This is an optimization exercise on Yosys and OpenROAD, whose aim is small area, a short achievable clock period and few clock cycles per item, not a production implementation.
Where RTL was checked, it was by simulation tests only, not by an equivalence proof against the original.
Function not checked in runs 1 to 3: the RTL went through the layout flow alone.

<file path="flow/design.v">
package rrg_pkg;
    localparam int MAX_LOCI  = 6;
    localparam int FRAC_BITS = 16;
    localparam int RATE_REGS = MAX_LOCI - 1;
    localparam int NUM_LEAF  = 1 << (MAX_LOCI - 1);
    localparam int GENO_W    = MAX_LOCI;
    localparam int LOCI_W    = 3;
    localparam int RATE_W    = 16;
    localparam int PROB_W    = FRAC_BITS + 1;
    localparam int LEAF_W    = FRAC_BITS;
    localparam int CFG_IDX_W = 3;
    localparam logic [PROB_W-1:0] PROB_ONE = PROB_W'(1) << FRAC_BITS;
    localparam logic [CFG_IDX_W-1:0] REG_NUM_LOCI   = 3'd0;
    localparam logic [CFG_IDX_W-1:0] REG_RATE_FIRST = 3'd1;
    localparam logic [CFG_IDX_W-1:0] REG_RATE_LAST  = 3'd5;
endpackage
module rrg_ram #(
    parameter int WIDTH = 17,
    parameter int DEPTH = 64
) (
    input  logic                     clk,
    input  logic                     we,
    input  logic [$clog2(DEPTH)-1:0] waddr,
    input  logic [WIDTH-1:0]         wdata,
    input  logic [$clog2(DEPTH)-1:0] raddr,
    output logic [WIDTH-1:0]         rdata
);
    logic [WIDTH-1:0] mem [DEPTH];
    always_ff @(posedge clk)
    begin
        if (we)
        begin
            mem[waddr] <= wdata;
        end
        rdata <= mem[raddr];
    end
endmodule
import rrg_pkg::*;
module recombination_row_generator_core (
    input  logic                          clk,
    input  logic                          rst_n,
    input  logic                          in_valid,
    output logic                          in_stall,
    input  logic [rrg_pkg::GENO_W-1:0]    parent_a,
    input  logic [rrg_pkg::GENO_W-1:0]    parent_b,
    output logic                          out_valid,
    input  logic                          out_stall,
    output logic [rrg_pkg::GENO_W-1:0]    zygote,
    output logic [rrg_pkg::PROB_W-1:0]    probability,
    output logic                          last,
    input  logic                          cfg_valid,
    output logic                          cfg_ready,
    input  logic [rrg_pkg::CFG_IDX_W-1:0] cfg_index,
    input  logic [rrg_pkg::RATE_W-1:0]    cfg_data
);
    logic [LOCI_W-1:0] num_loci_reg;
    logic [RATE_W-1:0] rate_reg [RATE_REGS];
    assign cfg_ready = 1'b1;
    always_ff @(posedge clk or negedge rst_n)
    begin
        if (!rst_n)
        begin
            num_loci_reg <= LOCI_W'(1);
            for (int i = 0; i < RATE_REGS; i++)
            begin
                rate_reg[i] <= '0;
            end
        end
        else if (cfg_valid)
        begin
            if (cfg_index == REG_NUM_LOCI)
            begin
                num_loci_reg <= cfg_data[LOCI_W-1:0];
            end
            else if (cfg_index >= REG_RATE_FIRST && cfg_index <= REG_RATE_LAST)
            begin
                rate_reg[cfg_index - REG_RATE_FIRST] <= cfg_data;
            end
        end
    end
    logic [LOCI_W-1:0] n_used;
    always_comb
    begin
        if (num_loci_reg == '0)
            n_used = LOCI_W'(1);
        else if (num_loci_reg > LOCI_W'(MAX_LOCI))
            n_used = LOCI_W'(MAX_LOCI);
        else
            n_used = num_loci_reg;
    end
    logic [GENO_W-1:0] lmask;
    assign lmask = GENO_W'((GENO_W+1)'(1) << n_used) - GENO_W'(1);
    logic [RATE_W-1:0] reff [RATE_REGS];
    always_comb
    begin
        for (int g = 0; g < RATE_REGS; g++)
        begin
            reff[g] = (LOCI_W'(g + 1) < n_used) ? rate_reg[g] : '0;
        end
    end
    logic              eng_run;
    logic              leaf_ok;
    logic [2:0]        st;           
    logic              i_v;
    logic [2:0]        i_k;
    logic [PROB_W-1:0] i_p;
    logic [RATE_W-1:0] i_r;
    logic [RATE_W-1:0] i_s3, i_s4;
    logic [1:0]        i_pd;         
    logic              m_v;
    logic [2:0]        m_k;
    logic [PROB_W-1:0] m_p;
    logic [RATE_W-1:0] m_r;
    logic [31:0]       m_a, m_b;
    logic [RATE_W-1:0] m_s3, m_s4;
    logic [1:0]        m_pd;
    logic              n_v;
    logic [2:0]        n_k;
    logic [PROB_W-1:0] n_p;
    logic [RATE_W-1:0] n_cross;
    logic              n_sticky;
    logic [RATE_W-1:0] n_s3, n_s4;
    logic [1:0]        n_pd;
    logic              u_v;
    logic [2:0]        u_k;
    logic [RATE_W-1:0] u_cross;
    logic [PROB_W-1:0] u_nocross;
    logic [RATE_W-1:0] u_s3, u_s4;
    logic [1:0]        u_pd;
    logic              sp_v;
    logic [RATE_W-1:0] sp_p;
    logic [31:0] pp [16];
    for (genvar i = 0; i < 16; i++)
    begin : g_pp
        assign pp[i] = i_r[i] ? (32'(i_p[RATE_W-1:0]) << i) : 32'd0;
    end
    function automatic logic [63:0] csa(input logic [31:0] a, input logic [31:0] b,
                                        input logic [31:0] c);
        csa = {((a & b) | (a & c) | (b & c)) << 1, a ^ b ^ c};
    endfunction
    logic [31:0] r1 [11];
    logic [31:0] r2 [8];
    logic [31:0] r3 [6];
    logic [31:0] r4 [4];
    logic [31:0] r5 [3];
    logic [31:0] r6 [2];
    assign {r1[1],  r1[0]}  = csa(pp[0],  pp[1],  pp[2]);
    assign {r1[3],  r1[2]}  = csa(pp[3],  pp[4],  pp[5]);
    assign {r1[5],  r1[4]}  = csa(pp[6],  pp[7],  pp[8]);
    assign {r1[7],  r1[6]}  = csa(pp[9],  pp[10], pp[11]);
    assign {r1[9],  r1[8]}  = csa(pp[12], pp[13], pp[14]);
    assign r1[10] = pp[15];
    assign {r2[1],  r2[0]}  = csa(r1[0], r1[1], r1[2]);
    assign {r2[3],  r2[2]}  = csa(r1[3], r1[4], r1[5]);
    assign {r2[5],  r2[4]}  = csa(r1[6], r1[7], r1[8]);
    assign r2[6] = r1[9];
    assign r2[7] = r1[10];
    assign {r3[1],  r3[0]}  = csa(r2[0], r2[1], r2[2]);
    assign {r3[3],  r3[2]}  = csa(r2[3], r2[4], r2[5]);
    assign r3[4] = r2[6];
    assign r3[5] = r2[7];
    assign {r4[1],  r4[0]}  = csa(r3[0], r3[1], r3[2]);
    assign {r4[3],  r4[2]}  = csa(r3[3], r3[4], r3[5]);
    assign {r5[1],  r5[0]}  = csa(r4[0], r4[1], r4[2]);
    assign r5[2] = r4[3];
    assign {r6[1],  r6[0]}  = csa(r5[0], r5[1], r5[2]);
    logic [31:0]       m_prod;
    assign m_prod = m_a + m_b;
    logic [PROB_W-1:0] n_nocross;
    assign n_nocross = n_p - PROB_W'(n_cross) - PROB_W'(n_sticky);
    logic              w_v;
    logic [2:0]        w_k;
    logic [PROB_W-1:0] w_p;
    logic [RATE_W-1:0] w_s3, w_s4;
    logic [1:0]        w_pd;
    logic              w_spawn;
    logic              leaf_ev;
    assign leaf_ev = u_v && (u_k == 3'd4);
    always_comb
    begin
        w_v     = u_v;
        w_k     = u_k;
        w_p     = u_nocross;
        w_s3    = u_s3;
        w_s4    = u_s4;
        w_pd    = u_pd;
        w_spawn = 1'b0;
        if (st == 3'd0 || st == 3'd2)
        begin
            w_v  = 1'b1;
            w_k  = 3'd1;
            w_p  = (st == 3'd0) ? (PROB_ONE - PROB_W'(reff[0])) : PROB_W'(reff[0]);
            w_pd = '0;
        end
        else if (!u_v)
        begin
            w_v  = sp_v;
            w_k  = 3'd2;
            w_p  = PROB_W'(sp_p);
            w_pd = '0;
        end
        else if (u_k != 3'd4)
        begin
            w_k = u_k + 3'd1;
            w_p = u_nocross;
            if (u_k == 3'd1)
                w_spawn = 1'b1;
            else if (u_k == 3'd2)
            begin
                w_s3    = u_cross;
                w_pd[0] = 1'b1;
            end
            else
            begin
                w_s4    = u_cross;
                w_pd[1] = 1'b1;
            end
        end
        else if (u_pd[1])
        begin
            w_k     = 3'd4;
            w_p     = PROB_W'(u_s4);
            w_pd[1] = 1'b0;
        end
        else if (u_pd[0])
        begin
            w_k     = 3'd3;
            w_p     = PROB_W'(u_s3);
            w_pd[0] = 1'b0;
        end
        else
        begin
            w_v = 1'b0;
        end
    end
    logic [RATE_W-1:0] w_r;
    always_comb
    begin
        case (w_k)
            3'd1:    w_r = reff[1];
            3'd2:    w_r = reff[2];
            3'd3:    w_r = reff[3];
            default: w_r = reff[4];
        endcase
    end
    logic [LEAF_W-2:0] lx [16];
    logic [LEAF_W-2:0] ln [16];
    logic              l0_top;
    logic eng_restart;
    logic eng_done;
    logic leaf_ok_nx;
    assign eng_restart = cfg_valid;
    assign eng_done    = eng_run && st == 3'd4 && !i_v && !m_v && !n_v && !u_v && !sp_v;
    assign leaf_ok_nx  = !eng_restart && (leaf_ok || eng_done);
    always_ff @(posedge clk or negedge rst_n)
    begin
        if (!rst_n)
        begin
            eng_run <= 1'b1;
            leaf_ok <= 1'b0;
            st      <= 3'd0;
            i_v     <= 1'b0;
            m_v     <= 1'b0;
            n_v     <= 1'b0;
            u_v     <= 1'b0;
            sp_v    <= 1'b0;
        end
        else if (eng_restart)
        begin
            eng_run <= 1'b1;
            leaf_ok <= 1'b0;
            st      <= 3'd0;
            i_v     <= 1'b0;
            m_v     <= 1'b0;
            n_v     <= 1'b0;
            u_v     <= 1'b0;
            sp_v    <= 1'b0;
        end
        else
        begin
            if (st != 3'd4)
                st <= st + 3'd1;
            i_v <= w_v;
            m_v <= i_v;
            n_v <= m_v;
            u_v <= n_v;
            if (w_spawn)
                sp_v <= 1'b1;
            else if (!u_v && st == 3'd4)
                sp_v <= 1'b0;
            if (eng_done)
            begin
                eng_run <= 1'b0;
                leaf_ok <= 1'b1;
            end
        end
    end
    always_ff @(posedge clk)
    begin
        i_k  <= w_k;
        i_p  <= w_p;
        i_r  <= w_r;
        i_s3 <= w_s3;
        i_s4 <= w_s4;
        i_pd <= w_pd;
        m_k  <= i_k;
        m_p  <= i_p;
        m_r  <= i_r;
        m_a  <= r6[0];
        m_b  <= r6[1];
        m_s3 <= i_s3;
        m_s4 <= i_s4;
        m_pd <= i_pd;
        n_k      <= m_k;
        n_p      <= m_p;
        n_cross  <= m_p[RATE_W] ? m_r : m_prod[31:16];
        n_sticky <= |m_prod[15:0];
        n_s3     <= m_s3;
        n_s4     <= m_s4;
        n_pd     <= m_pd;
        u_k       <= n_k;
        u_cross   <= n_cross;
        u_nocross <= n_nocross;
        u_s3      <= n_s3;
        u_s4      <= n_s4;
        u_pd      <= n_pd;
        if (w_spawn)
            sp_p <= u_cross;
        if (eng_restart)
            l0_top <= 1'b0;
        else if (leaf_ev)
        begin
            for (int i = 15; i > 0; i--)
            begin
                lx[i] <= lx[i-1];
                ln[i] <= ln[i-1];
            end
            lx[0] <= u_cross[RATE_W-1:1];
            ln[0] <= u_nocross[LEAF_W-1:1];
            if (u_nocross[PROB_W-1])
                l0_top <= 1'b1;
        end
    end
    logic              pb_valid;
    logic [GENO_W-1:0] pb_a, pb_d, pb_zf;
    logic              cu_valid;
    logic [GENO_W-1:0] cu_a, cu_d, cu_zf;
    logic [GENO_W-1:0] z_reg;
    logic              s_valid;
    logic [31:0]       s_sel;
    logic              s_zero;
    logic              s_dbl;
    logic [GENO_W-1:0] s_zyg;
    logic              s_last;
    logic              t_valid;
    logic [LEAF_W-1:0] t_sum [4];
    logic              t_zero;
    logic              t_dbl;
    logic [GENO_W-1:0] t_zyg;
    logic              t_last;
    logic              out_valid_reg;
    logic [GENO_W-1:0] zygote_reg;
    logic [PROB_W-1:0] prob_reg;
    logic              last_reg;
    logic              in_take;
    logic              adv;
    logic              fire;
    logic              z_last;
    logic              cu_load;
    logic [GENO_W-1:0] in_a, in_d, in_zf;
    logic              in_stall_q;
    logic              pb_valid_nx;
    assign in_stall = in_stall_q;
    assign in_take  = in_valid & ~in_stall_q;
    assign in_a     = parent_a & lmask;
    assign in_d     = (parent_a ^ parent_b) & lmask;
    assign in_zf    = lmask;
    assign adv      = ~out_valid_reg | ~out_stall;
    assign fire     = cu_valid & adv;
    assign z_last   = (z_reg == cu_zf);
    assign cu_load  = ~cu_valid | (fire & z_last);
    always_comb
    begin
        if (in_take && !cu_load)
            pb_valid_nx = 1'b1;
        else if (cu_load)
            pb_valid_nx = 1'b0;
        else
            pb_valid_nx = pb_valid;
    end
    always_ff @(posedge clk or negedge rst_n)
    begin
        if (!rst_n)
        begin
            pb_valid      <= 1'b0;
            in_stall_q    <= 1'b1;
            cu_valid      <= 1'b0;
            s_valid       <= 1'b0;
            t_valid       <= 1'b0;
            out_valid_reg <= 1'b0;
        end
        else
        begin
            if (cu_load)
                cu_valid <= pb_valid | in_take;
            pb_valid   <= pb_valid_nx;
            in_stall_q <= pb_valid_nx | ~leaf_ok_nx;
            if (adv)
            begin
                s_valid       <= cu_valid;
                t_valid       <= s_valid;
                out_valid_reg <= t_valid;
            end
        end
    end
    always_ff @(posedge clk)
    begin
        if (in_take && !cu_load)
        begin
            pb_a  <= in_a;
            pb_d  <= in_d;
            pb_zf <= in_zf;
        end
        if (cu_load)
        begin
            cu_a  <= pb_valid ? pb_a  : in_a;
            cu_d  <= pb_valid ? pb_d  : in_d;
            cu_zf <= pb_valid ? pb_zf : in_zf;
            z_reg <= '0;
        end
        else if (fire)
        begin
            z_reg <= z_reg + GENO_W'(1);
        end
    end
    function automatic logic [GENO_W-1:0] mask_of_leaf(input logic [4:0] c);
        logic [GENO_W-1:0] m;
        m = '0;
        m[4] = c[0];
        m[3] = c[0] ^ c[1];
        m[2] = c[0] ^ c[1] ^ c[2];
        m[1] = c[0] ^ c[1] ^ c[2] ^ c[3];
        m[0] = c[0] ^ c[1] ^ c[2] ^ c[3] ^ c[4];
        mask_of_leaf = m;
    endfunction
    function automatic logic [4:0] leaf_of_slot(input int j);
        int e;
        e = 15 - j / 2;
        leaf_of_slot = 5'(((e >> 1) & 1) * 16 + (e & 1) * 8 + ((e >> 3) & 1) * 4
                          + ((e >> 2) & 1) * 2 + ((j % 2 == 0) ? 1 : 0));
    endfunction
    logic [GENO_W-1:0] x;
    logic [31:0]       sel;
    assign x = z_reg ^ cu_a;
    for (genvar j = 0; j < 32; j++)
    begin : g_sel
        logic [GENO_W-1:0] u;
        assign u      = (x ^ mask_of_leaf(leaf_of_slot(j))) & cu_d;
        assign sel[j] = (u == '0) || (u == cu_d);
    end
    always_ff @(posedge clk)
    begin
        if (fire)
        begin
            s_sel  <= sel;
            s_zero <= ((x & ~cu_d) != '0);
            s_dbl  <= (cu_d == '0);
            s_zyg  <= z_reg;
            s_last <= z_last;
        end
    end
    logic [LEAF_W-1:0] term [32];
    for (genvar i = 0; i < 16; i++)
    begin : g_term
        assign term[2*i] = s_sel[2*i] ? LEAF_W'(lx[i]) : '0;
        if (i == 15)
        begin : g_top
            assign term[2*i+1] = s_sel[2*i+1] ? {l0_top, ln[i]} : '0;
        end
        else
        begin : g_rest
            assign term[2*i+1] = s_sel[2*i+1] ? LEAF_W'(ln[i]) : '0;
        end
    end
    logic [LEAF_W-1:0] psum [4];
    for (genvar q = 0; q < 4; q++)
    begin : g_psum
        assign psum[q] = term[8*q]   + term[8*q+1] + term[8*q+2] + term[8*q+3]
                       + term[8*q+4] + term[8*q+5] + term[8*q+6] + term[8*q+7];
    end
    always_ff @(posedge clk)
    begin
        if (adv && s_valid)
        begin
            for (int q = 0; q < 4; q++)
            begin
                t_sum[q] <= psum[q];
            end
            t_zero <= s_zero;
            t_dbl  <= s_dbl;
            t_zyg  <= s_zyg;
            t_last <= s_last;
        end
    end
    logic [LEAF_W-1:0] sum;
    logic [PROB_W-1:0] prob_calc;
    assign sum = t_sum[0] + t_sum[1] + t_sum[2] + t_sum[3];
    always_comb
    begin
        if (t_zero)
            prob_calc = '0;
        else if (t_dbl)
            prob_calc = {sum, 1'b0};
        else
            prob_calc = {1'b0, sum};
    end
    always_ff @(posedge clk)
    begin
        if (adv && t_valid)
        begin
            zygote_reg <= t_zyg;
            prob_reg   <= prob_calc;
            last_reg   <= t_last;
        end
    end
    assign out_valid   = out_valid_reg;
    assign zygote      = zygote_reg;
    assign probability = prob_reg;
    assign last        = last_reg;
endmodule
</file>
<file path="flow/run.sh">
#!/bin/bash
# synth_recipe.tcl (not shown) runs the flow's synth.tcl, then flattens the netlist and writes it again
# the make line also repeats each setting of config.mk as NAME=value (left out here)
make -C /OpenROAD-flow-scripts/flow DESIGN_CONFIG=/design/flow/config.mk WORK_HOME=/design/flow/orfs CLKGATE_MAP_FILE= SYNTH_SCRIPT=/design/flow/synth_recipe.tcl finish
</file>
<file path="flow/config.mk">
export PLATFORM = sky130hd
export DESIGN_NAME = recombination_row_generator_core
export DESIGN_NICKNAME = recombination_row_generator_core
export VERILOG_FILES = /design/flow/design.v
export SDC_FILE = /design/flow/constraint.sdc
export NUM_CORES = 4
export LEC_CHECK = 0
export CAP_MARGIN = 20
export CORE_MARGIN = 2
export CORE_UTILIZATION = 40
export SLEW_MARGIN = 20
</file>
<file path="flow/constraint.sdc">
create_clock -name core_clock -period 11.0 [get_ports {clk}]
set_input_delay 2.2000 -clock core_clock [delete_from_list [all_inputs] [get_ports {clk}]]
set_output_delay 2.2000 -clock core_clock [all_outputs]
set_load 0.01 [all_outputs]
</file>
==> flow_metrics.env, run 1 <==
export IMPL_crit_top_cell="fa_1"
export IMPL_post_cts_buffers=0
export IMPL_ant_nets=0
export IMPL_start_util_pct=40.4
export IMPL_std_cell_rows=139
export IMPL_critPathMaxStageDelay_ns=0.69
export IMPL_hold_path_startpoint="m_s3[7]"
export IMPL_drt_pass1_iter_count=8
export IMPL_syn_inst=4555
export IMPL_fin_crit_ns=5.32
export IMPL_drive_gt1_share_pct=7.24
export IMPL_worst_pin_slew_ns=1.10
export IMPL_grt_max_degree=183
export IMPL_ys_warn_count=15
export IMPL_synthTopCellsByArea="edfxtp_1, fa_1, dfxtp_1"
export IMPL_grt_pass1_wl_um=197000
export IMPL_cts_made_buffers=113
export IMPL_track_usage_pct=17.0
export IMPL_synth_avg_cell_area_um2=12.8
export IMPL_globalRouteOverflowTotal=0
export IMPL_postPlaceCellArea_um2=60900
export IMPL_ctsResizeCount=0
export IMPL_cp_required_ns=11.43
export IMPL_die_w_um=385
export IMPL_synth_top_area_cell="edfxtp_1"
export IMPL_vias=32400
export IMPL_clk_latency_ns=0.72
export IMPL_via_per_inst=4.89
export IMPL_fin_nets=5442
export IMPL_drv_slew=0
export IMPL_max_freq_mhz=188
export IMPL_end_kind="flop"
export IMPL_die_h_um=385
export IMPL_io_pins=63
export IMPL_antenna_found_initial=2
export IMPL_drt_iter0_markers=1900
export IMPL_crit_arrival_ns=5.75
export IMPL_synth_cell_type_count=76
export IMPL_cts_root_buf="clkbuf_16"
export IMPL_max_cap_violations=0
export IMPL_cts_sinks=1113
export IMPL_clockBufferDepth=3
export IMPL_io_buffers=61
export IMPL_dp_slack_ns=5.70
export IMPL_max_slew_margin_pct=26.4
export IMPL_setup_ws_ns=5.68
export IMPL_finalSetupViolations=0
export IMPL_die_area_um2=148000
export IMPL_holdWs_ns=0.321
export IMPL_cts_tree="done"
export IMPL_cts_htree_levels=3
export IMPL_syn_area_um2=58100
export IMPL_coreArea_um2=144000
export IMPL_crit_fanout=15
export IMPL_area_growth_synth_to_final_pct=11.2
export IMPL_grt_pass1_vias=34600
export IMPL_r2r_slack_ns=5.68
export IMPL_synth_edff_count=670
export IMPL_hp_class="reg2reg"
export IMPL_ys_ff_latch=1113
export IMPL_route_detailed_drc=0
export IMPL_worst_setup_path_start_kind="flop"
export IMPL_path_class="reg2reg"
export IMPL_worstReg2RegStart="s_sel[21]"
export IMPL_ys_seq_area_share_pct=50.8
export IMPL_skew_ns=0.0748
export IMPL_min_period_over_period_pct=48.4
export IMPL_cp_startpoint="s_sel[21]"
export IMPL_design_area_um2=64600
export IMPL_detail_route_wl_per_cell_um=18.5
export IMPL_rsz0062_at_grt="false"
export IMPL_postRouteWirelength_um=123000
export IMPL_dp_hpwl_um=90600
export IMPL_final_hold_violation_count=0
export IMPL_tns_ns=0
export IMPL_crit_slowest_cell="edfxtp_1"
export IMPL_routabilityCongestion=0.854
export IMPL_status="finished clean"
export IMPL_path_clk_slew_ns=0.06
export IMPL_path_cells="and2_1 -> fa_1 -> inv_1 -> fa_1 -> fa_1 -> fa_1 -> inv_1 -> ha_1 -> inv_1 -> fa_1 -> nor2b_1 -> o21ai_0 -> a21boi_0 -> o21bai_1 -> a21oi_1 -> nor3_1 -> nand3b_1"
export IMPL_async_reset_ff_share_pct=8.89
export IMPL_synth_top_area_share_pct=34.6
export IMPL_holdBufCountCts=0
export IMPL_synth_flop_cell="edfxtp_1"
==> cells by family (layout without fill, tap and decap cells) <==
logic type	after synthesis	count (layout)	synth area share (%)
other	1	3	0.00646
multiplexers	117	117	2.25
adder cells (fa/ha/maj)	775	775	24.2
AND/OR/NAND/NOR	1256	1256	11.2
XOR/XNOR	129	129	1.94
flip-flops	1113	1113	50.8
AO/OA/AOI/OAI	468	468	5.15
buffers and inverters	696	866	4.53
==> final timing paths <==
kind                                       end  cells after the start
worst max-delay path              t_sum[2][14]                     17
worst min-delay path                   n_s3[7]                      0
worst max register to register    t_sum[2][14]                     17
worst min register to register         n_s3[7]                      0
max in group asynchronous                  i_v                      2
min in group asynchronous       rate_reg[2][9]                      1
==> final cells by class <==
class | count | area, um2
Inverter | 565 | 2120
Fill cell | 13000 | 79200
Clock buffer | 148 | 3130
Timing Repair Buffer | 91 | 876
Multi-Input combinational cell | 2747 | 26000
Antenna cell | 1 | 2.50
Clock inverter | 62 | 576
Sequential cell | 1113 | 29500
Tap cell | 1903 | 2380
==> placed cells by master, fill, tap and decap left out, types with 20 or more instances in the layout <==
cell,Yosys,routed
a21o_1,25,25
a21oi_1,114,114
and2_1,528,526
buf_4,2,26
clkbuf_1,117,22
clkbuf_16,0,117
clkdlybuf4s50_1,0,60
clkinv_2,0,26
dfrtp_1,96,96
dfxtp_1,344,344
edfxtp_1,670,670
fa_1,581,581
ha_1,194,194
inv_1,564,564
mux2_2,110,110
nand2_1,378,378
nand2b_1,21,21
nand3_1,31,31
nor2_1,159,157
nor2b_1,20,20
nor3_1,45,45
o21ai_0,113,113
o22ai_1,50,50
xnor2_1,102,102
xor2_1,27,27
==> per-stage QoR <==
step	util, %	cells
final	44.9	6630
after global routing	44.9	6629
after CTS	44.9	6628
after detailed placement	42.3	6418
after global placement	42.3	6416
after floorplan	-	4556
==> routing by layer <==
layer,vias up,GRT usage [%],routed length [um]
met5,-,0,0
li1,15200,-,-
met1,16500,22.4,53400
met2,526,29.5,61700
met3,187,2.29,4350
met4,0,4.29,3110
==> critical path, delay by kind of cell, from the launching register on <==
kind	cells	cell delay, ns
AO/OA/AOI/OAI	4	0.82
adder cells (fa/ha/maj)	6	2.61
AND/OR/NAND/NOR	4	0.71
flip-flops	1	0.69
buffers and inverters	3	0.20
==> Yosys cell counts, types with 50 or more instances <==
library cell  instances
a21oi_1             114
and2_1              528
clkbuf_1            117
dfrtp_1              96
dfxtp_1             344
edfxtp_1            670
fa_1                581
ha_1                194
inv_1               564
mux2_2              110
nand2_1             378
nor2_1              159
o21ai_0             113
o22ai_1              50
xnor2_1             102
==> run 2, diff against run 1 <==
==> flow/flow/run.sh (new file) <==
#!/bin/bash
# Standard layout, full log kept in this folder.
bash standard.sh > standard.log 2>&1
==> flow/standard.sh (new file) <==
#!/bin/bash
# synth_recipe.tcl (not shown) runs the flow's synth.tcl, then flattens the netlist and writes it again
# the make line also repeats each setting of config.mk as NAME=value (left out here)
make -C /OpenROAD-flow-scripts/flow DESIGN_CONFIG=/design/flow/config.mk WORK_HOME=/design/flow/orfs CLKGATE_MAP_FILE= SYNTH_SCRIPT=/design/flow/synth_recipe.tcl "${@:-finish}"
removed: flow/run.sh
==> run 2 against run 1 <==
- hold slack stayed put
- clock-buffer cell count stayed put
- sequential cell count stayed put
- critical path type unchanged
- sequential share of layout area stayed put
- still clean on timing, DRC and antenna
- largest cell class unchanged
==> flow_metrics.env, run 2 <==
export IMPL_clk_latency_ns=0.72
export IMPL_max_cap_violations=0
export IMPL_coreArea_um2=144000
export IMPL_path_cells="and2_1 -> fa_1 -> inv_1 -> fa_1 -> fa_1 -> fa_1 -> inv_1 -> ha_1 -> inv_1 -> fa_1 -> nor2b_1 -> o21ai_0 -> a21boi_0 -> o21bai_1 -> a21oi_1 -> nor3_1 -> nand3b_1"
export IMPL_path_clk_slew_ns=0.06
export IMPL_area_growth_synth_to_final_pct=11.2
export IMPL_cts_tree="done"
export IMPL_synth_avg_cell_area_um2=12.8
export IMPL_track_usage_pct=17.0
export IMPL_ctsResizeCount=0
export IMPL_cts_sinks=1113
export IMPL_synth_cell_type_count=76
export IMPL_synthTopCellsByArea="edfxtp_1, fa_1, dfxtp_1"
export IMPL_die_w_um=385
export IMPL_wl_met1_um=53400
export IMPL_grt_max_degree=183
export IMPL_regArea_um2=29500
export IMPL_route_detailed_drc=0
export IMPL_synth_most_common_cell="edfxtp_1"
export IMPL_critPathMaxStageDelay_ns=0.69
export IMPL_cts_htree_levels=3
export IMPL_skew_ns=0.0748
export IMPL_drv_slew=0
export IMPL_syn_inst=4555
export IMPL_antenna_found_initial=2
export IMPL_drive_gt1_share_pct=7.24
export IMPL_hp_class="reg2reg"
export IMPL_routabilityCongestion=0.854
export IMPL_clockBufferDepth=3
export IMPL_detail_route_wl_per_cell_um=18.5
export IMPL_cts_root_buf="clkbuf_16"
export IMPL_die_area_um2=148000
export IMPL_die_h_um=385
export IMPL_worst_setup_path_start_kind="flop"
export IMPL_max_slew_margin_pct=26.4
export IMPL_io_buffers=61
export IMPL_syn_area_um2=58100
export IMPL_ys_warn_count=15
export IMPL_worst_pin_slew_ns=1.10
export IMPL_finalSetupViolations=0
export IMPL_cts_made_buffers=113
export IMPL_synth_edff_count=670
export IMPL_drt_iter0_markers=1900
export IMPL_top_layer="met4"
export IMPL_drt_pass1_iter_count=8
export IMPL_dp_hpwl_um=90600
export IMPL_globalRouteOverflowTotal=0
export IMPL_start_util_pct=40.4
export IMPL_max_freq_mhz=188
export IMPL_crit_arrival_ns=5.75
export IMPL_synth_flop_cell="edfxtp_1"
export IMPL_cp_required_ns=11.43
export IMPL_synth_top_area_cell="edfxtp_1"
export IMPL_holdWs_ns=0.321
export IMPL_ys_seq_area_share_pct=50.8
export IMPL_multiInputGateArea_um2=26000
export IMPL_end_kind="flop"
export IMPL_crit_fanout=15
export IMPL_crit_top_cell="fa_1"
export IMPL_ant_nets=0
export IMPL_ys_top_cells_by_count="edfxtp_1, fa_1, inv_1, and2_1, nand2_1"
export IMPL_post_cts_buffers=0
export IMPL_synth_top_area_share_pct=34.6
export IMPL_status="finished clean"
export IMPL_routed_wl_met2_um=61700
export IMPL_path_class="reg2reg"
export IMPL_io_pins=63
export IMPL_min_period_over_period_pct=48.4
export IMPL_postRouteWirelength_um=123000
export IMPL_min_path_cells=0
export IMPL_fin_nets=5442
export IMPL_tns_ns=0
export IMPL_async_reset_ff_share_pct=8.89
export IMPL_rsz0062_at_grt="false"
export IMPL_via_per_inst=4.89
export IMPL_wl_met3_um=4350
export IMPL_final_common_cell="edfxtp_1"
export IMPL_layout_common_cells="edfxtp_1, fa_1, inv_1, and2_1, nand2_1"
export IMPL_holdBufCountCts=0
export IMPL_crit_slowest_cell="edfxtp_1"
export IMPL_grt_pass1_vias=34600
export IMPL_fin_crit_ns=5.32
export IMPL_vias=32400
export IMPL_grt_pass1_wl_um=197000
export IMPL_final_hold_violation_count=0
export IMPL_ys_ff_latch=1113
export IMPL_r2r_cells=17
export IMPL_fillers=13000
export IMPL_std_cell_rows=139
==> run 2: cell counts in the layout (fill, tap and decap cells not counted) <==
No cell type changed its count.
==> run 2: path summary, 6_finish.rpt <==
| path | slack (ns) | to | from |
|---|---|---|---|
| max | 5.68 | t_sum[2][14] | s_sel[21] |
| min | 0.32 | n_s3[7] | m_s3[7] |
| max reg2reg | 5.68 | t_sum[2][14] | s_sel[21] |
| min reg2reg | 0.32 | n_s3[7] | m_s3[7] |
| max in group asynchronous | 8.33 | i_v | rst_n |
| min in group asynchronous | 1.48 | rate_reg[2][9] | rst_n |
==> run 2: layout make-up <==
| cell class | count | share of cell area [%] |
|---|---|---|
| Multi-Input combinational cell | 2747 | 40.3 |
| Sequential cell | 1113 | 45.6 |
| Antenna cell | 1 | 0.00387 |
| Tap cell | 1903 | 3.69 |
| Clock inverter | 62 | 0.891 |
| Timing Repair Buffer | 91 | 1.36 |
| Inverter | 565 | 3.28 |
| Clock buffer | 148 | 4.85 |
==> run 2: stage by stage <==
step           instance area [um2]  worst slack [ns]  cells  utilization (%)
3_3_place_gp                 60800              5.78   6416             42.3
4_1_cts                      64600              5.65   6628             44.9
6_report                     64600              5.68   6630             44.9
5_1_grt                      64600              5.30   6629             44.9
2_1_floorplan                58100             0.811   4556                -
3_5_place_dp                 60900              5.70   6418             42.3
==> run 2: per-layer routing <==
| layer | track usage (%) | vias up |
|---|---|---|
| met3 | 2.29 | 187 |
| met1 | 22.4 | 16500 |
| met5 | 0 | - |
| met2 | 29.5 | 526 |
| li1 | - | 15200 |
| met4 | 4.29 | 0 |
==> run 2: cell families (layout without fill, tap and decap cells) <==
kind of cell             Yosys count  in the layout  share of synthesized area [%]
AO/OA/AOI/OAI                    468            468                           5.15
XOR/XNOR                         129            129                           1.94
adder cells (fa/ha/maj)          775            775                           24.2
buffers and inverters            696            866                           4.53
flip-flops                      1113           1113                           50.8
multiplexers                     117            117                           2.25
other                              1              3                        0.00646
AND/OR/NAND/NOR                 1256           1256                           11.2
==> run 2: worst max-delay path, delay by kind of cell, from the launching register on <==
family,cells,cell delay [ns]
AO/OA/AOI/OAI,4,0.82
flip-flops,1,0.69
buffers and inverters,3,0.20
adder cells (fa/ha/maj),6,2.61
AND/OR/NAND/NOR,4,0.71
==> run 3, diff against run 2 <==
==> flow/flow/run.sh (replaced) <==
#!/bin/bash
# Standard layout with a larger setup repair margin, full log kept here.
bash standard.sh SETUP_SLACK_MARGIN=7 finish > standard.log 2>&1
==> run 3 against run 2 <==
- non-clock buffer count up 113
- utilization up 1.5 points
- critical endpoint is now t_sum[1][13]
- fmax up 16%
- critical path depth down 1
==> flow_metrics.env, run 3 <==
export IMPL_synth_flop_cell="edfxtp_1"
export IMPL_std_cell_rows=139
export IMPL_postRouteWirelength_um=123000
export IMPL_synth_cell_type_count=76
export IMPL_path_clk_slew_ns=0.06
export IMPL_crit_arrival_ns=5.03
export IMPL_vias=33000
export IMPL_async_reset_ff_share_pct=8.89
export IMPL_regArea_um2=29600
export IMPL_track_usage_pct=16.9
export IMPL_tns_ns=0
export IMPL_synth_top_area_share_pct=34.6
export IMPL_fillers=12800
export IMPL_via_per_inst=4.89
export IMPL_gr_usage_met2_pct=29.8
export IMPL_skew_ns=0.0392
export IMPL_utilization_pct=46.5
export IMPL_finalNonFillerCells=6746
export IMPL_io_pins=63
export IMPL_die_area_um2=148000
export IMPL_syn_area_um2=58100
export IMPL_cp_required_ns=11.45
export IMPL_fin_crit_ns=4.58
export IMPL_die_h_um=385
export IMPL_r2r_cells=16
export IMPL_ys_seq_area_share_pct=50.8
export IMPL_drv_slew=0
export IMPL_grt_met3_usage_pct=2.04
export IMPL_synthTopCellsByArea="edfxtp_1, fa_1, dfxtp_1"
export IMPL_synth_avg_cell_area_um2=12.8
export IMPL_final_hold_violation_count=0
export IMPL_synth_most_common_cell="edfxtp_1"
export IMPL_cts_tree="done"
export IMPL_grt_use_met1_pct=22.1
export IMPL_num_antenna_cells=0
export IMPL_cts_htree_levels=3
export IMPL_r2r_end="t_sum[1][13]"
export IMPL_finalSetupViolations=0
export IMPL_final_common_cell="edfxtp_1"
export IMPL_synth_top_area_cell="edfxtp_1"
export IMPL_start_util_pct=40.4
export IMPL_synth_edff_count=670
export IMPL_clockBufferDepth=3
export IMPL_r2r_slack_ns=6.42
export IMPL_crit_fanout=9
export IMPL_coreArea_um2=144000
export IMPL_grt_max_degree=172
export IMPL_grt_pass1_vias=35200
export IMPL_ys_ff_latch=1113
export IMPL_die_w_um=385
export IMPL_worst_pin_slew_ns=1.01
export IMPL_area_growth_synth_to_final_pct=15.0
export IMPL_status="finished clean"
export IMPL_route_detailed_drc=0
export IMPL_drt_iter0_markers=1844
export IMPL_drt_pass1_iter_count=7
export IMPL_routabilityCongestion=0.831
export IMPL_placedCellCount=6416
export IMPL_max_freq_mhz=218
export IMPL_globalRouteOverflowTotal=0
export IMPL_antenna_found_initial=2
export IMPL_ys_warn_count=15
export IMPL_clk_latency_ns=0.71
export IMPL_ys_top_cells_by_count="edfxtp_1, fa_1, inv_1, and2_1, nand2_1"
export IMPL_syn_inst=4555
export IMPL_holdBufCountCts=0
export IMPL_multiInputGateArea_um2=26800
export IMPL_cts_sinks=1113
export IMPL_min_period_over_period_pct=41.7
export IMPL_cts_root_buf="clkbuf_16"
export IMPL_io_buffers=61
export IMPL_max_slew_margin_pct=32.3
export IMPL_cp_startpoint="s_sel[13]"
export IMPL_hp_class="reg2reg"
export IMPL_end_kind="flop"
export IMPL_max_cap_violations=0
export IMPL_drive_gt1_share_pct=13.4
export IMPL_cp_endpoint="t_sum[1][13]"
export IMPL_grt_pass1_wl_um=197000
export IMPL_rsz0062_at_grt="true"
export IMPL_fin_nets=5554
export IMPL_layout_common_cells="edfxtp_1, fa_1, inv_1, and2_1, nand2_1"
export IMPL_holdWs_ns=0.324
export IMPL_top_usage_layer="met2"
export IMPL_dp_hpwl_um=89100
export IMPL_path_class="reg2reg"
export IMPL_cts_made_buffers=112
export IMPL_worstReg2RegStart="s_sel[13]"
export IMPL_ant_nets=0
export IMPL_detail_route_wl_per_cell_um=18.3
export IMPL_worst_setup_path_start_kind="flop"
-- run 3: cell counts after synthesis --
Identical to the previous run, type by type.
-- run 3: repair_timing --
item | 4_1_cts | 5_1_grt
pin swaps | 84 | 44
buffers inserted | 95 | 18
gates cloned | 0 | 2
endpoints found under the setup margin | 266 | 217
gates resized for setup | 127 | 81
-- run 3: how the worst min path moves through the flow --
stage / end / start / cells after the start / slack, ns
2_1_floorplan: m_k[0] / i_k[0] / 0 / 0.31
3_3_place_gp: n_p[4] / m_p[4] / 0 / 0.31
5_1_grt: u_s3[13] / n_s3[13] / 0 / 0.33
4_1_cts: u_s3[7] / n_s3[7] / 0 / 0.32
3_5_place_dp: m_s4[4] / i_s4[4] / 0 / 0.31
6_report: n_s3[10] / m_s3[10] / 0 / 0.32
-- run 3: worst max-delay path: stages (launching register included) --
cell       delay (ns)
edfxtp_1         0.42
buf_6            0.17
and2_4           0.14
fa_1             0.55
fa_1             0.43
fa_1             0.49
inv_1            0.05
fa_1             0.54
inv_1            0.05
ha_1             0.28
a21oi_2          0.19
o21ai_2          0.11
a2111oi_4        0.39
nor2_1           0.11
a21oi_1          0.16
o21bai_1         0.09
xor2_1           0.15
-- run 3: routing by layer --
metal  vias up  routed length (um)
li1      15400                   -
met1     16800               53400
met2       554               62500
met3       174                4360
met4         0                3140
met5         -                   0
-- run 3: final cells by class --
| type | instances | area share (%) |
|---|---|---|
| Sequential cell | 1113 | 44.3 |
| Timing Repair Buffer | 204 | 2.96 |
| Clock buffer | 152 | 4.92 |
| Inverter | 565 | 3.18 |
| Tap cell | 1903 | 3.56 |
| Multi-Input combinational cell | 2747 | 40.1 |
| Clock inverter | 62 | 1.02 |
-- run 3: kinds of logic after synthesis --
logic type	after synthesis	share of synthesized area, %
compound gates	468	5.15
xor+xnor	129	1.94
fa+ha+maj	775	24.2
buf+inv	696	4.53
flops	1113	50.8
mux	117	2.25
other cells	1	0.00646
simple gates	1256	11.2
-- run 3: metrics by stage --
stage | instance area [um2] | worst slack, ns
5_1_grt | 66800 | 6.23
3_5_place_dp | 61000 | 5.89
4_1_cts | 66300 | 6.47
3_3_place_gp | 61000 | 5.93
6_report | 66800 | 6.42
2_1_floorplan | 58400 | 1.02
==> run 4, diff against run 3 <==
--- a/flow/design.v
+++ b/flow/design.v
@@ -111,7 +111,7 @@
     logic [2:0]        m_k;
     logic [PROB_W-1:0] m_p;
     logic [RATE_W-1:0] m_r;
-    logic [31:0]       m_a, m_b;
+    logic [31:0]       m_a, m_b, m_c;
     logic [RATE_W-1:0] m_s3, m_s4;
     logic [1:0]        m_pd;
     logic              n_v;
@@ -127,6 +127,11 @@
     logic [PROB_W-1:0] u_nocross;
     logic [RATE_W-1:0] u_s3, u_s4;
     logic [1:0]        u_pd;
+    logic [PROB_W-1:0] root_nc;
+    always_ff @(posedge clk)
+    begin
+        root_nc <= PROB_ONE - PROB_W'(reff[0]);
+    end
     logic              sp_v;
     logic [RATE_W-1:0] sp_p;
     logic [31:0] pp [16];
@@ -143,7 +148,6 @@
     logic [31:0] r3 [6];
     logic [31:0] r4 [4];
     logic [31:0] r5 [3];
-    logic [31:0] r6 [2];
     assign {r1[1],  r1[0]}  = csa(pp[0],  pp[1],  pp[2]);
     assign {r1[3],  r1[2]}  = csa(pp[3],  pp[4],  pp[5]);
     assign {r1[5],  r1[4]}  = csa(pp[6],  pp[7],  pp[8]);
@@ -163,9 +167,10 @@
     assign {r4[3],  r4[2]}  = csa(r3[3], r3[4], r3[5]);
     assign {r5[1],  r5[0]}  = csa(r4[0], r4[1], r4[2]);
     assign r5[2] = r4[3];
-    assign {r6[1],  r6[0]}  = csa(r5[0], r5[1], r5[2]);
     logic [31:0]       m_prod;
-    assign m_prod = m_a + m_b;
+    logic [31:0]       m_x, m_y;
+    assign {m_y, m_x} = csa(m_a, m_b, m_c);
+    assign m_prod = m_x + m_y;
     logic [PROB_W-1:0] n_nocross;
     assign n_nocross = n_p - PROB_W'(n_cross) - PROB_W'(n_sticky);
     logic              w_v;
@@ -175,7 +180,8 @@
     logic [1:0]        w_pd;
     logic              w_spawn;
     logic              leaf_ev;
-    assign leaf_ev = u_v && (u_k == 3'd4);
+    logic leaf_ev_q;
+    assign leaf_ev = leaf_ev_q;
     always_comb
     begin
         w_v     = u_v;
@@ -185,11 +191,11 @@
         w_s4    = u_s4;
         w_pd    = u_pd;
         w_spawn = 1'b0;
-        if (st == 3'd0 || st == 3'd2)
+        if (st == 3'd1 || st == 3'd3)
         begin
             w_v  = 1'b1;
             w_k  = 3'd1;
-            w_p  = (st == 3'd0) ? (PROB_ONE - PROB_W'(reff[0])) : PROB_W'(reff[0]);
+            w_p  = (st == 3'd1) ? root_nc : PROB_W'(reff[0]);
             w_pd = '0;
         end
         else if (!u_v)
@@ -250,7 +256,7 @@
     logic eng_done;
     logic leaf_ok_nx;
     assign eng_restart = cfg_valid;
-    assign eng_done    = eng_run && st == 3'd4 && !i_v && !m_v && !n_v && !u_v && !sp_v;
+    assign eng_done    = eng_run && st == 3'd5 && !i_v && !m_v && !n_v && !u_v && !sp_v;
     assign leaf_ok_nx  = !eng_restart && (leaf_ok || eng_done);
     always_ff @(posedge clk or negedge rst_n)
     begin
@@ -264,6 +270,7 @@
             n_v     <= 1'b0;
             u_v     <= 1'b0;
             sp_v    <= 1'b0;
+            leaf_ev_q <= 1'b0;
         end
         else if (eng_restart)
         begin
@@ -275,10 +282,12 @@
             n_v     <= 1'b0;
             u_v     <= 1'b0;
             sp_v    <= 1'b0;
+            leaf_ev_q <= 1'b0;
         end
         else
         begin
-            if (st != 3'd4)
+            leaf_ev_q <= n_v && (n_k == 3'd4);
+            if (st != 3'd5)
                 st <= st + 3'd1;
             i_v <= w_v;
             m_v <= i_v;
@@ -286,7 +295,7 @@
             u_v <= n_v;
             if (w_spawn)
                 sp_v <= 1'b1;
-            else if (!u_v && st == 3'd4)
+            else if (!u_v && st == 3'd5)
                 sp_v <= 1'b0;
             if (eng_done)
             begin
@@ -306,8 +315,9 @@
         m_k  <= i_k;
         m_p  <= i_p;
         m_r  <= i_r;
-        m_a  <= r6[0];
-        m_b  <= r6[1];
+        m_a  <= r5[0];
+        m_b  <= r5[1];
+        m_c  <= r5[2];
         m_s3 <= i_s3;
         m_s4 <= i_s4;
         m_pd <= i_pd;
@@ -482,20 +492,59 @@
             assign term[2*i+1] = s_sel[2*i+1] ? LEAF_W'(ln[i]) : '0;
         end
     end
-    logic [LEAF_W-1:0] psum [4];
-    for (genvar q = 0; q < 4; q++)
-    begin : g_psum
-        assign psum[q] = term[8*q]   + term[8*q+1] + term[8*q+2] + term[8*q+3]
-                       + term[8*q+4] + term[8*q+5] + term[8*q+6] + term[8*q+7];
-    end
+    function automatic logic [31:0] csa16(input logic [15:0] a, input logic [15:0] b,
+                                          input logic [15:0] c);
+        csa16 = {((a & b) | (a & c) | (b & c)) << 1, a ^ b ^ c};
+    endfunction
+    function automatic logic [31:0] red16(input logic [255:0] t);
+        logic [15:0] a [16];
+        logic [15:0] b [11];
+        logic [15:0] c [8];
+        logic [15:0] d [6];
+        logic [15:0] e [4];
+        logic [15:0] f [3];
+        logic [15:0] g [2];
+        for (int i = 0; i < 16; i++)
+            a[i] = t[16*i +: 16];
+        {b[1], b[0]} = csa16(a[0],  a[1],  a[2]);
+        {b[3], b[2]} = csa16(a[3],  a[4],  a[5]);
+        {b[5], b[4]} = csa16(a[6],  a[7],  a[8]);
+        {b[7], b[6]} = csa16(a[9],  a[10], a[11]);
+        {b[9], b[8]} = csa16(a[12], a[13], a[14]);
+        b[10] = a[15];
+        {c[1], c[0]} = csa16(b[0], b[1], b[2]);
+        {c[3], c[2]} = csa16(b[3], b[4], b[5]);
+        {c[5], c[4]} = csa16(b[6], b[7], b[8]);
+        c[6] = b[9];
+        c[7] = b[10];
+        {d[1], d[0]} = csa16(c[0], c[1], c[2]);
+        {d[3], d[2]} = csa16(c[3], c[4], c[5]);
+        d[4] = c[6];
+        d[5] = c[7];
+        {e[1], e[0]} = csa16(d[0], d[1], d[2]);
+        {e[3], e[2]} = csa16(d[3], d[4], d[5]);
+        {f[1], f[0]} = csa16(e[0], e[1], e[2]);
+        f[2] = e[3];
+        {g[1], g[0]} = csa16(f[0], f[1], f[2]);
+        red16 = {g[1], g[0]};
+    endfunction
+    logic [255:0] grp [2];
+    for (genvar i = 0; i < 16; i++)
+    begin : g_grp
+        assign grp[0][16*i +: 16] = term[i];
+        assign grp[1][16*i +: 16] = term[16 + i];
+    end
+    logic [31:0] rows [2];
+    assign rows[0] = red16(grp[0]);
+    assign rows[1] = red16(grp[1]);
     always_ff @(posedge clk)
     begin
         if (adv && s_valid)
         begin
-            for (int q = 0; q < 4; q++)
-            begin
-                t_sum[q] <= psum[q];
-            end
+            t_sum[0] <= rows[0][15:0];
+            t_sum[1] <= rows[0][31:16];
+            t_sum[2] <= rows[1][15:0];
+            t_sum[3] <= rows[1][31:16];
             t_zero <= s_zero;
             t_dbl  <= s_dbl;
             t_zyg  <= s_zyg;
@@ -504,7 +553,10 @@
     end
     logic [LEAF_W-1:0] sum;
     logic [PROB_W-1:0] prob_calc;
-    assign sum = t_sum[0] + t_sum[1] + t_sum[2] + t_sum[3];
+    logic [15:0] o_a, o_b, o_c, o_d;
+    assign {o_b, o_a} = csa16(t_sum[0], t_sum[1], t_sum[2]);
+    assign {o_d, o_c} = csa16(o_a, o_b, t_sum[3]);
+    assign sum = o_c + o_d;
     always_comb
     begin
         if (t_zero)
==> flow/flow/run.sh (replaced) <==
#!/bin/bash
# Standard layout with a larger setup repair margin, full log kept here.
bash standard.sh SETUP_SLACK_MARGIN=8 finish > standard.log 2>&1
==> run 4 against run 3 <==
- still clean on timing, DRC and antenna
- final cell count is 3.2% lower
- first-iteration DRC count fell by 0.76%
- design area up 2.0%
- worst setup slack better by 0.34 ns
- wire length shrank 0.53%
- fmax increased by 7.9%
- critical path type unchanged
- critical endpoint is now t_sum[0][5]
==> flow_metrics.env, run 4 <==
export IMPL_status="finished clean"
export IMPL_path_class="reg2reg"
export IMPL_synth_top_area_cell="edfxtp_1"
export IMPL_drv_slew=0
export IMPL_ys_warn_count=29
export IMPL_final_hold_violation_count=0
export IMPL_clk_latency_ns=0.72
export IMPL_die_w_um=381
export IMPL_synth_flop_cell="edfxtp_1"
export IMPL_max_slew_margin_pct=38.1
export IMPL_cp_required_ns=11.46
export IMPL_r2r_end="t_sum[0][5]"
export IMPL_dp_slack_ns=5.45
export IMPL_r2r_slack_ns=6.75
export IMPL_crit_fanout=6
export IMPL_cts_made_buffers=111
export IMPL_syn_area_um2=56900
export IMPL_synth_cell_type_count=75
export IMPL_min_path_cells=0
export IMPL_io_pins=63
export IMPL_crit_arrival_ns=4.71
export IMPL_cts_root_buf="clkbuf_16"
export IMPL_track_usage_pct=17.0
export IMPL_skew_ns=0.0238
export IMPL_fin_nets=5356
export IMPL_globalRouteOverflowTotal=0
export IMPL_via_per_inst=4.82
export IMPL_setup_ws_ns=6.75
export IMPL_drive_gt1_share_pct=22.3
export IMPL_std_cell_rows=138
export IMPL_grt_pass1_vias=34000
export IMPL_clockBufferDepth=3
export IMPL_layout_common_cells="edfxtp_1, fa_1, nand2_1, inv_1, dfxtp_1"
export IMPL_ys_seq_area_share_pct=52.8
export IMPL_path_clk_slew_ns=0.06
export IMPL_dp_hpwl_um=79100
export IMPL_top_usage_layer="met2"
export IMPL_die_h_um=381
export IMPL_fillers=12200
export IMPL_route_detailed_drc=0
export IMPL_start_util_pct=40.3
export IMPL_max_cap_violations=0
export IMPL_die_area_um2=145000
export IMPL_worst_pin_slew_ns=0.926
export IMPL_cts_sinks=1143
export IMPL_syn_inst=4202
export IMPL_synth_avg_cell_area_um2=13.5
export IMPL_synth_most_common_cell="edfxtp_1"
export IMPL_async_reset_ff_share_pct=8.75
export IMPL_grt_use_met1_pct=23.0
export IMPL_num_antenna_cells=0
export IMPL_synth_top_area_share_pct=35.1
export IMPL_drt_pass1_iter_count=7
export IMPL_worst_setup_path_start_kind="flop"
export IMPL_synth_edff_count=666
export IMPL_ys_top_cells_by_count="edfxtp_1, fa_1, nand2_1, inv_1, and2_1"
export IMPL_postRouteWirelength_um=123000
export IMPL_area_growth_synth_to_final_pct=19.7
export IMPL_io_buffers=61
export IMPL_grt_max_degree=99
export IMPL_routabilityCongestion=0.797
export IMPL_grt_pass1_wl_um=194000
export IMPL_holdBufCountCts=0
export IMPL_placedCellCount=6039
export IMPL_coreArea_um2=141000
export IMPL_hp_class="reg2reg"
export IMPL_grt_met3_usage_pct=2.74
export IMPL_cts_tree="done"
export IMPL_min_to="m_s3[3]"
export IMPL_antenna_found_initial=3
export IMPL_vias=31500
export IMPL_max_freq_mhz=235
export IMPL_min_period_over_period_pct=38.6
export IMPL_ys_ff_latch=1143
export IMPL_hold_path_startpoint="i_s3[3]"
export IMPL_detail_route_wl_per_cell_um=18.8
export IMPL_drt_iter0_markers=1830
export IMPL_gr_usage_met2_pct=28.2
export IMPL_cts_htree_levels=3
export IMPL_tns_ns=0
export IMPL_fin_crit_ns=4.25
export IMPL_worstReg2RegStart="s_sel[5]"
export IMPL_ant_nets=0
export IMPL_finalNonFillerCells=6533
export IMPL_finalSetupViolations=0
export IMPL_final_common_cell="edfxtp_1"
export IMPL_r2r_cells=11
export IMPL_rsz0062_at_grt="true"
export IMPL_synthTopCellsByArea="edfxtp_1, fa_1, dfxtp_1"
export IMPL_end_kind="flop"
run 4: cell types whose count changed after synthesis, sizes merged, moves of 18 or more:
cell   delta
nand3    -20
a22oi    +35
inv     -122
ha       -46
nand2   +113
o21ai    -38
dfxtp    +33
xnor2    -28
a21oi    -18
and2    -148
nor2     -62
fa       +45
nor3     -24
run 4: layer usage:
metal,vias to the layer above,share of wire [%],routed length (um)
met4,0,3.3,4030
met2,648,49,60500
li1,14600,-,-
met3,204,4.3,5310
met1,16100,43,53000
met5,-,0,0
run 4: worst max-delay path, stage by stage, from the launching register on:
cell,delay (ns)
edfxtp_1,0.43
buf_4,0.19
clkbuf_16,0.16
and2_4,0.15
fa_1,0.47
inv_1,0.05
fa_1,0.48
fa_1,0.54
fa_1,0.59
fa_1,0.43
inv_2,0.08
fa_2,0.42
run 4: logic make-up after synthesis:
| kind of cell | count (synthesis) | synth area share [%] |
|---|---|---|
| compound gates | 368 | 4.19 |
| flops | 1143 | 52.8 |
| buf+inv | 574 | 3.84 |
| mux | 150 | 2.92 |
| fa+ha+maj | 774 | 25.3 |
| xor+xnor | 103 | 1.58 |
| simple gates | 1089 | 9.42 |
| other cells | 1 | 0.00659 |
run 4: worst max-delay path by stage:
stage          startpoint            to  slack [ns]  cells past startpoint
3_3_place_gp    cfg_valid    ln[14][13]        5.47                      5
2_1_floorplan   cfg_valid      ln[0][0]        1.15                      2
4_1_cts          s_sel[5]   t_sum[0][2]        6.83                     10
5_1_grt          s_sel[8]  t_sum[0][15]        6.66                     13
3_5_place_dp    cfg_valid    lx[15][13]        5.45                      5
6_report         s_sel[5]   t_sum[0][5]        6.75                     11
run 4: final cells by class:
| type | instances | area, um2 | share of cell area, % |
|---|---|---|---|
| flip-flops and latches | 1143 | 30200 | 44.3 |
| clock inverters | 59 | 633 | 0.929 |
| clock buffers | 151 | 3050 | 4.47 |
| well taps | 1890 | 2360 | 3.47 |
| repair buffers | 356 | 4300 | 6.31 |
| repair inverters | 1 | 5.00 | 0.00734 |
| inverters | 442 | 1660 | 2.44 |
| multi-input cells | 2491 | 26000 | 38.1 |
run 4: repair_timing:
action / CTS / global route
gates resized for setup: 496 / 145
endpoints found under the setup margin: 864 / 390
pin swaps: 193 / 139
gates cloned: 14 / 9
setup buffers: 230 / 30
run 4: stage by stage:
stage	hold WS (ns)	cell area, um2	utilization [%]
finish	0.317	68100	48.2
CTS	0.319	67300	47.6
floorplan	0.310	57600	-
detailed placement	0.312	59900	42.4
global placement	0.310	59900	42.3
global route	0.328	68100	48.2
Testbench counts of run 4, summed over its fixed seeds: cycles 13,160, pairs 240.
==> run 5, diff against run 4 <==
==> flow/flow/run.sh (replaced) <==
#!/bin/bash
# Standard layout with a larger setup repair margin, full log kept here.
bash standard.sh SETUP_SLACK_MARGIN=7 finish > standard.log 2>&1
==> run 5 against run 4 <==
- critical path depth unchanged
- highest routed layer unchanged
- sequential cell count unchanged
- final cell count down 3.0%
- clock-buffer cell count up 2
- non-clock buffer count down 195
- still clean on timing, DRC and antenna
- critical endpoint is now t_sum[0][11]
- utilization down 2.4 points
- first-iteration DRC count down 9.2%
- area after synthesis unchanged
- sequential share of layout area up 2.2 points
- largest cell class unchanged
==> flow_metrics.env, run 5 <==
export IMPL_r2r_cells=11
export IMPL_worstReg2RegStart="s_sel[5]"
export IMPL_finalSetupViolations=0
export IMPL_drt_pass1_iter_count=5
export IMPL_cts_sinks=1143
export IMPL_worst_setup_path_start_kind="flop"
export IMPL_dp_hpwl_um=79400
export IMPL_ys_warn_count=29
export IMPL_cts_tree="done"
export IMPL_skew_ns=0.0274
export IMPL_area_growth_synth_to_final_pct=13.7
export IMPL_utilization_pct=45.8
export IMPL_grt_pass1_wl_um=184000
export IMPL_fillers=12500
export IMPL_syn_inst=4202
export IMPL_final_hold_violation_count=0
export IMPL_grt_max_degree=90
export IMPL_vias=30200
export IMPL_cts_root_buf="clkbuf_16"
export IMPL_r2r_slack_ns=6.78
export IMPL_setup_ws_ns=6.78
export IMPL_status="finished clean"
export IMPL_cts_made_buffers=113
export IMPL_globalRouteOverflowTotal=0
export IMPL_async_reset_ff_share_pct=8.75
export IMPL_cts_htree_levels=3
export IMPL_die_h_um=381
export IMPL_ys_seq_area_share_pct=52.8
export IMPL_synth_top_area_share_pct=35.1
export IMPL_track_usage_pct=16.0
export IMPL_layout_common_cells="edfxtp_1, fa_1, nand2_1, inv_1, dfxtp_1"
export IMPL_num_antenna_cells=0
export IMPL_drive_gt1_share_pct=12.2
export IMPL_end_kind="flop"
export IMPL_crit_arrival_ns=4.66
export IMPL_postRouteWirelength_um=113000
export IMPL_detail_route_wl_per_cell_um=17.8
export IMPL_crit_fanout=7
export IMPL_hp_class="reg2reg"
export IMPL_holdBufCountCts=0
export IMPL_ant_nets=0
export IMPL_ys_ff_latch=1143
export IMPL_min_path_cells=0
export IMPL_crit_slowest_cell="fa_2"
export IMPL_cp_required_ns=11.44
export IMPL_synth_most_common_cell="edfxtp_1"
export IMPL_ys_top_cells_by_count="edfxtp_1, fa_1, nand2_1, inv_1, and2_1"
export IMPL_die_w_um=381
export IMPL_routabilityCongestion=0.801
export IMPL_syn_area_um2=56900
export IMPL_path_cells="buf_6 -> buf_12 -> and2_4 -> fa_1 -> inv_2 -> fa_2 -> fa_1 -> fa_2 -> fa_1 -> inv_1 -> fa_2"
export IMPL_synth_flop_cell="edfxtp_1"
export IMPL_synth_edff_count=666
export IMPL_via_per_inst=4.76
export IMPL_cp_startpoint="s_sel[5]"
export IMPL_std_cell_rows=138
export IMPL_tns_ns=0
export IMPL_postPlaceCellArea_um2=59600
export IMPL_die_area_um2=145000
export IMPL_critPathMaxStageDelay_ns=0.61
export IMPL_antenna_found_initial=2
export IMPL_synthTopCellsByArea="edfxtp_1, fa_1, dfxtp_1"
export IMPL_synth_cell_type_count=75
export IMPL_final_common_cell="edfxtp_1"
export IMPL_dp_slack_ns=5.95
export IMPL_min_period_over_period_pct=38.3
export IMPL_path_class="reg2reg"
export IMPL_drv_slew=0
export IMPL_max_cap_violations=0
export IMPL_path_clk_slew_ns=0.06
export IMPL_max_freq_mhz=237
export IMPL_io_pins=63
export IMPL_worst_pin_slew_ns=1.01
export IMPL_clk_latency_ns=0.72
export IMPL_synth_avg_cell_area_um2=13.5
export IMPL_synth_top_area_cell="edfxtp_1"
export IMPL_drt_iter0_markers=1662
export IMPL_clockBufferDepth=3
export IMPL_route_detailed_drc=0
export IMPL_max_slew_margin_pct=32.6
export IMPL_grt_pass1_vias=32700
export IMPL_fin_nets=5157
export IMPL_hold_path_startpoint="m_p[0]"
export IMPL_io_buffers=61
export IMPL_fin_crit_ns=4.22
export IMPL_start_util_pct=40.3
export IMPL_design_area_um2=64700
export IMPL_coreArea_um2=141000
export IMPL_rsz0062_at_grt="true"
-- run 5: changes by cell type in the layout (fill, tap and decap cells not counted), moves of 40 or more --
| cell | before | now |
|---|---|---|
| buf_4 | 129 | 59 |
| buf_6 | 69 | 5 |
| fa_1 | 522 | 570 |
| fa_2 | 104 | 56 |
| and2_4 | 97 | 18 |
| inv_1 | 384 | 424 |
| and2_1 | 280 | 359 |
-- run 5: per-layer routing --
metal,global-route usage (%),share of wire [%]
met2,26.4,49
met5,0,0
met1,21.8,45
met3,2.40,3.6
met4,4.71,2.9
-- run 5: cell families (layout without fill, tap and decap cells) --
logic type	count (synthesis)	in the layout	synth area share [%]
multiplexers	150	150	2.92
AND/OR/NAND/NOR	1089	1089	9.42
XOR/XNOR	103	103	1.58
adder cells (fa/ha/maj)	774	774	25.3
AO/OA/AOI/OAI	368	368	4.19
flip-flops	1143	1143	52.8
buffers and inverters	574	815	3.84
other	1	2	0.00659
-- run 5: worst paths after layout --
check | endpoint
setup / recovery | t_sum[0][11]
hold / removal | n_p[0]
setup reg to reg | t_sum[0][11]
hold reg to reg | n_p[0]
max in group asynchronous | n_v
min in group asynchronous | rate_reg[3][11]
-- run 5: cell type report --
cell class | instances | area, um2 | share of cell area (%)
flip-flops and latches | 1143 | 30100 | 46.5
multi-input cells | 2486 | 25000 | 38.6
clock buffers | 153 | 3130 | 4.84
well taps | 1890 | 2360 | 3.65
repair buffers | 161 | 1880 | 2.91
inverters | 442 | 1660 | 2.56
clock inverters | 59 | 633 | 0.978
-- run 5: critical path: cells and delay by family, from the launching register on --
kind	cells	cell delay (ns)
DFF	1	0.42
adders and majority gates	6	2.98
buffers and inverters	4	0.40
and+or+nand+nor	1	0.14
-- run 5: metrics by stage --
| stage | cells | hold slack (ns) |
|---|---|---|
| after floorplan | 4203 | 0.310 |
| after global placement | 6041 | 0.310 |
| after detailed placement | 6041 | 0.312 |
| after CTS | 6333 | 0.308 |
| after global routing | 6334 | 0.325 |
| final | 6334 | 0.317 |
-- run 5: what timing repair did --
item                       in CTS  in global routing
resized for setup              64                 50
setup endpoints to repair     384                111
setup buffers                  77                  1
pin swaps                      64                 56
gates cloned                    3                  0

re-timing with driven ports:
The results above use ideal ports. As a check the final layouts listed here were re-extracted and re-timed, cells and wires unchanged.
Step 1 assumes that a clkbuf_16 drives the clock port and a buf_2 every other input.
Step 2 also shifts input and output timing later by t, the mid clock arrival at the registers, as if the neighbouring blocks saw the same clock.
a / b / c = ideal ports / drivers / drivers and shift; a / b = the first two.
| run | shift t [ns] | setup WS [ns] | hold WS [ns] | pins driven straight from the clock port |
|---|---|---|---|---|
| run 1 | 0.752 | 5.680 / 5.680 / 5.680 | 0.321 / 0.321 / 0.321 | 1 |
| run 2 | 0.752 | 5.680 / 5.680 / 5.680 | 0.321 / 0.321 / 0.321 | 1 |
| run 3 | 0.766 | 6.418 / 6.418 / 6.371 | 0.324 / 0.324 / 0.324 | 1 |
| run 4 | 0.775 | 6.753 / 6.753 / 6.753 | 0.317 / 0.317 / 0.317 | 1 |
| run 5 | 0.776 | 6.784 / 6.784 / 6.481 | 0.317 / 0.317 / 0.317 | 1 |
After both steps setup and hold are still met in every run listed. For run 5, which loses most, drivers alone change the setup slack by 0.000 ns; drivers and shift together by -0.303 ns.
